What follows belongs to an exercise in optimizing a design on an open flow for small area, a short achievable clock period and few clock cycles; a production flow would make more cautious choices.
Only simulation tests tie the RTL to the original design; equivalence was not proved.
No activity file was given, so power comes from the tool's default toggle rates.

Setup of old:
==> flow/design.v <==
package isms_pkg;
  localparam int CAPACITY  = 64;
  localparam int CNT_W     = $clog2(CAPACITY + 1);
  localparam int VAL_W     = 32;
  localparam int CNT_OUT_W = 7;
  localparam logic [1:0] OP_INSERT = 2'd0;
  localparam logic [1:0] OP_REMOVE = 2'd1;
  localparam logic [1:0] OP_QUERY  = 2'd2;
  localparam logic [1:0] OP_CLEAR  = 2'd3;
  localparam logic [1:0] STAT_DONE      = 2'd0;
  localparam logic [1:0] STAT_DUPLICATE = 2'd1;
  localparam logic [1:0] STAT_NOT_FOUND = 2'd2;
  localparam logic [1:0] STAT_FULL      = 2'd3;
  localparam int N_ENTRY = 4;
endpackage
import isms_pkg::*;
module integer_set_membership_table (
  input  logic                                clk,
  input  logic                                rst,
  input  logic                                in_valid,
  output logic                                in_ready,
  input  logic [1:0]                          op,
  input  logic signed [isms_pkg::VAL_W-1:0]   value,
  output logic                                out_valid,
  input  logic                                out_ready,
  output logic                                was_present,
  output logic [1:0]                          status,
  output logic [isms_pkg::CNT_OUT_W-1:0]      member_count
);
  localparam int N = CAPACITY;
  localparam int W = VAL_W;
  localparam int S = N / N_ENTRY;
  logic         ap_v;
  logic [1:0]   ap_op;
  logic [W-1:0] ap_key;
  logic [N-1:0] ap_hit;     
  logic         ap_any;     
  logic [N-1:0][W-1:0] ring;
  logic [N-1:0]        ring_v;
  logic [CNT_W-1:0]    count;
  logic [1:0] q_n;
  logic [9:0] q0, q1;
  logic [N_ENTRY-1:0] hole;
  logic [N_ENTRY-1:0] take;
  for (genvar j = 0; j < N_ENTRY; j++) begin : g_hole
    assign hole[j] = !ring_v[(j * S + N - 1) % N];
  end
  always_comb begin
    take = '0;
    for (int j = N_ENTRY - 1; j >= 0; j--) begin
      if (hole[j]) take = N_ENTRY'(1) << j;
    end
  end
  logic go, is_ins, is_rem, is_clr, full, present, ins_ok, rm, clr;
  assign is_ins  = (ap_op == OP_INSERT);
  assign is_rem  = (ap_op == OP_REMOVE);
  assign is_clr  = (ap_op == OP_CLEAR);
  assign full    = (count == CNT_W'(CAPACITY));
  assign go      = ap_v && !q_n[1] && !(is_ins && !full && !(|hole));
  assign present = ap_any;
  assign ins_ok  = go && is_ins && !present && !full;
  assign rm      = go && is_rem;
  assign clr     = go && is_clr;
  logic [1:0]       stat;
  logic [CNT_W-1:0] count_next;
  always_comb begin
    stat       = STAT_DONE;
    count_next = count;
    case (ap_op)
      OP_INSERT: begin
        if (present)   stat = STAT_DUPLICATE;
        else if (full) stat = STAT_FULL;
        else           count_next = count + CNT_W'(1);
      end
      OP_REMOVE: begin
        if (!present)  stat = STAT_NOT_FOUND;
        else           count_next = count - CNT_W'(1);
      end
      OP_CLEAR:        count_next = '0;
      default: ;
    endcase
  end
  logic [9:0] res;
  assign res = {present && !is_clr, stat, CNT_OUT_W'(count_next)};
  logic [N-1:0] hit;
  logic         same;
  for (genvar p = 0; p < N; p++) begin : g_cmp
    assign hit[p] = ring_v[p] && (ring[p] == value);
  end
  assign same = (ap_key == value);
  logic kill, in_fire, put;
  assign in_fire = in_valid && in_ready;
  assign kill    = go && (is_clr || (is_rem && same));
  assign put     = go && is_ins && !full && same;
  logic [N-1:0] src_hit, nxt_hit;
  assign src_hit = in_ready ? hit : ap_hit;
  always_comb begin
    for (int p = 0; p < N; p++) begin
      if (p % S == 0 && take[p / S])
        nxt_hit[p] = in_ready && put;
      else
        nxt_hit[p] = src_hit[(p + N - 1) % N];
    end
  end
  logic [N-1:0] ring_v_n;
  logic         ap_v_n;
  logic [1:0]   ap_op_n, q_n_n;
  logic         pop;
  assign pop = q_n[0] && out_ready;
  always_comb begin
    for (int p = 0; p < N; p++) begin
      if (p % S == 0 && take[p / S])
        ring_v_n[p] = ins_ok;
      else
        ring_v_n[p] = ring_v[(p + N - 1) % N] && !(rm && ap_hit[(p + N - 1) % N])
                      && !clr;
    end
    ap_v_n  = in_fire || (ap_v && !go);
    ap_op_n = in_fire ? op : ap_op;
    case ({go, pop})
      2'b10:   q_n_n = {q_n[0], 1'b1};
      2'b01:   q_n_n = {1'b0, q_n[1]};
      default: q_n_n = q_n;
    endcase
  end
  logic hole_any_n, full_n, go_n;
  always_comb begin
    hole_any_n = 1'b0;
    for (int j = 0; j < N_ENTRY; j++) hole_any_n |= !ring_v_n[(j * S + N - 1) % N];
  end
  assign full_n = go ? (count_next == CNT_W'(CAPACITY)) : full;
  assign go_n   = ap_v_n && !q_n_n[1] && !((ap_op_n == OP_INSERT) && !full_n && !hole_any_n);
  always_ff @(posedge clk) begin
    for (int p = 0; p < N; p++) begin
      if (p % S == 0 && take[p / S])
        ring[p] <= ap_key;
      else
        ring[p] <= ring[(p + N - 1) % N];
    end
  end
  always_ff @(posedge clk) begin
    if (rst) begin
      ring_v   <= '0;
      count    <= '0;
      ap_v     <= 1'b0;
      q_n      <= 2'b00;
      in_ready <= 1'b1;
    end else begin
      ring_v   <= ring_v_n;
      if (go) count <= count_next;
      ap_v     <= ap_v_n;
      q_n      <= q_n_n;
      in_ready <= !ap_v_n || go_n;
    end
  end
  always_ff @(posedge clk) begin
    if (in_ready) begin
      ap_op  <= op;
      ap_key <= value;
    end
    if (in_ready && kill) ap_hit <= '0;
    else                  ap_hit <= nxt_hit;
    if (in_ready)         ap_any <= !kill && ((|hit) || put);
  end
  always_ff @(posedge clk) begin
    if (pop) begin
      q0 <= (go && !q_n[1]) ? res : q1;
      if (go) q1 <= res;
    end else if (go) begin
      if (!q_n[0]) q0 <= res;
      else         q1 <= res;
    end
  end
  assign out_valid    = q_n[0];
  assign was_present  = q0[9];
  assign status       = q0[8:7];
  assign member_count = q0[6:0];
endmodule
==> flow/config.mk <==
export PLATFORM = sky130hd
export DESIGN_NAME = integer_set_membership_table
export DESIGN_NICKNAME = integer_set_membership_table
export VERILOG_FILES = /design/flow/design.v
export SDC_FILE = /design/flow/constraint.sdc
export NUM_CORES = 4
export LEC_CHECK = 0
export CAP_MARGIN = 20
export CORE_MARGIN = 2
export CORE_UTILIZATION = 55
export SETUP_SLACK_MARGIN = 3.5
export SLEW_MARGIN = 20
==> flow/constraint.sdc <==
create_clock -name core_clock -period 6.0 [get_ports {clk}]
set_input_delay 1.2000 -clock core_clock [delete_from_list [all_inputs] [get_ports {clk}]]
set_output_delay 1.2000 -clock core_clock [all_outputs]
set_load 0.01 [all_outputs]
run.sh (not shown) runs the stock make flow with config.mk's settings and CLKGATE_MAP_FILE= SYNTH_SCRIPT=/design/flow/synth_recipe.tcl, a recipe that flattens the netlist after the stock synthesis.
Testbench counts of old, summed over its fixed seeds: cycles 5,720.
Edits applied to the flow inputs when going from old to new:
--- a/flow/design.v
+++ b/flow/design.v
@@ -28,15 +28,15 @@
   output logic [isms_pkg::CNT_OUT_W-1:0]      member_count
 );
   localparam int N = CAPACITY;
   localparam int W = VAL_W;
   localparam int S = N / N_ENTRY;
+  localparam int G = 4;             
   logic         ap_v;
   logic [1:0]   ap_op;
   logic [W-1:0] ap_key;
-  logic [N-1:0] ap_hit;     
-  logic         ap_any;     
+  logic [G-1:0] ap_any;     
   logic [N-1:0][W-1:0] ring;
   logic [N-1:0]        ring_v;
   logic [CNT_W-1:0]    count;
   logic [1:0] q_n;
   logic [9:0] q0, q1;
@@ -49,20 +49,17 @@
     take = '0;
     for (int j = N_ENTRY - 1; j >= 0; j--) begin
       if (hole[j]) take = N_ENTRY'(1) << j;
     end
   end
-  logic go, is_ins, is_rem, is_clr, full, present, ins_ok, rm, clr;
+  logic go, is_ins, is_clr, full, present, ins_ok;
   assign is_ins  = (ap_op == OP_INSERT);
-  assign is_rem  = (ap_op == OP_REMOVE);
   assign is_clr  = (ap_op == OP_CLEAR);
   assign full    = (count == CNT_W'(CAPACITY));
   assign go      = ap_v && !q_n[1] && !(is_ins && !full && !(|hole));
-  assign present = ap_any;
+  assign present = |ap_any;
   assign ins_ok  = go && is_ins && !present && !full;
-  assign rm      = go && is_rem;
-  assign clr     = go && is_clr;
   logic [1:0]       stat;
   logic [CNT_W-1:0] count_next;
   always_comb begin
     stat       = STAT_DONE;
     count_next = count;
@@ -86,36 +83,27 @@
   logic         same;
   for (genvar p = 0; p < N; p++) begin : g_cmp
     assign hit[p] = ring_v[p] && (ring[p] == value);
   end
   assign same = (ap_key == value);
-  logic kill, in_fire, put;
+  logic in_fire, t_rem, t_clr, put;
   assign in_fire = in_valid && in_ready;
-  assign kill    = go && (is_clr || (is_rem && same));
+  assign t_rem   = in_fire && (op == OP_REMOVE);
+  assign t_clr   = in_fire && (op == OP_CLEAR);
   assign put     = go && is_ins && !full && same;
-  logic [N-1:0] src_hit, nxt_hit;
-  assign src_hit = in_ready ? hit : ap_hit;
-  always_comb begin
-    for (int p = 0; p < N; p++) begin
-      if (p % S == 0 && take[p / S])
-        nxt_hit[p] = in_ready && put;
-      else
-        nxt_hit[p] = src_hit[(p + N - 1) % N];
-    end
-  end
   logic [N-1:0] ring_v_n;
   logic         ap_v_n;
   logic [1:0]   ap_op_n, q_n_n;
   logic         pop;
   assign pop = q_n[0] && out_ready;
   always_comb begin
     for (int p = 0; p < N; p++) begin
       if (p % S == 0 && take[p / S])
-        ring_v_n[p] = ins_ok;
+        ring_v_n[p] = ins_ok && !(t_rem && same) && !t_clr;
       else
-        ring_v_n[p] = ring_v[(p + N - 1) % N] && !(rm && ap_hit[(p + N - 1) % N])
-                      && !clr;
+        ring_v_n[p] = ring_v[(p + N - 1) % N] && !(t_rem && hit[(p + N - 1) % N])
+                      && !t_clr;
     end
     ap_v_n  = in_fire || (ap_v && !go);
     ap_op_n = in_fire ? op : ap_op;
     case ({go, pop})
       2'b10:   q_n_n = {q_n[0], 1'b1};
@@ -123,12 +111,12 @@
       default: q_n_n = q_n;
     endcase
   end
   logic hole_any_n, full_n, go_n;
   always_comb begin
-    hole_any_n = 1'b0;
-    for (int j = 0; j < N_ENTRY; j++) hole_any_n |= !ring_v_n[(j * S + N - 1) % N];
+    hole_any_n = t_clr;
+    for (int j = 0; j < N_ENTRY; j++) hole_any_n |= !ring_v[(j * S + N - 2) % N];
   end
   assign full_n = go ? (count_next == CNT_W'(CAPACITY)) : full;
   assign go_n   = ap_v_n && !q_n_n[1] && !((ap_op_n == OP_INSERT) && !full_n && !hole_any_n);
   always_ff @(posedge clk) begin
     for (int p = 0; p < N; p++) begin
@@ -155,14 +143,13 @@
   end
   always_ff @(posedge clk) begin
     if (in_ready) begin
       ap_op  <= op;
       ap_key <= value;
+      for (int g = 0; g < G; g++)
+        ap_any[g] <= (|hit[g * (N / G) +: N / G]) || (g == 0 && put);
     end
-    if (in_ready && kill) ap_hit <= '0;
-    else                  ap_hit <= nxt_hit;
-    if (in_ready)         ap_any <= !kill && ((|hit) || put);
   end
   always_ff @(posedge clk) begin
     if (pop) begin
       q0 <= (go && !q_n[1]) ? res : q1;
       if (go) q1 <= res;
Findings:
[new] area fraction in compound gates after synthesis fell 0.56 points relative to old. old has higher delay of the slowest critical-path stage than new. No stage failed in new, and the final checks on the layout all came back clean. Compared with old, new shows total routed wire length on the met1 layer lower by about 5%. Comparing new and old, the lower half-perimeter wire length after placement was measured on new. From old to new the numbers moved as follows: post-synthesis area per instance increased about 2%; share of synthesized cell area in and, or, nand and nor gates now smaller; flip-flop and latch count went down about 2.7%. new vs old — placed instance area dropped by a few percent. [new vs old] number of multi-input combinational cells: lower in new. new reports its critical path launch point as value[22] while old reports value[15]. Sequential standard cell area, new vs old: down by a few percent. From new to old, critical path depth did not move at all. new: power per cell area 3.5% above old. Wire length on met3: higher on old. Compared with old, new shows a lower post-synthesis instance total.
Testbench counts of new, summed over its fixed seeds: cycles 5,720.

port drivers added, routing unchanged:
How much do the figures lean on ideal ports? The routed layouts below were timed once more, with nothing changed but the port constraints. Step 1 (the two cells are an assumption about what drives the block):
set clk [get_ports {clk}]
set_driving_cell -lib_cell sky130_fd_sc_hd__clkbuf_16 $clk
set_driving_cell -lib_cell sky130_fd_sc_hd__buf_2 [delete_from_list [all_inputs] $clk]
Step 2, shift: input delay + t, output delay - t, t = (earliest + latest rising clock arrival at the registers) / 2. This alone moves slack from input paths to output paths. Three values: ideal, step 1, step 2; two values: the first two.
run | t (ns) | setup WS [ns] | worst register clock-pin slew, ns
old | 0.917 | 3.237 / 3.037 / 2.120 | 0.07 / 0.07
new | 0.911 | 3.401 / 3.223 / 2.312 | 0.07 / 0.07
After both steps every run listed still meets setup and hold. For old, which loses most, drivers alone change the setup slack by -0.200 ns; drivers and shift together by -1.117 ns.
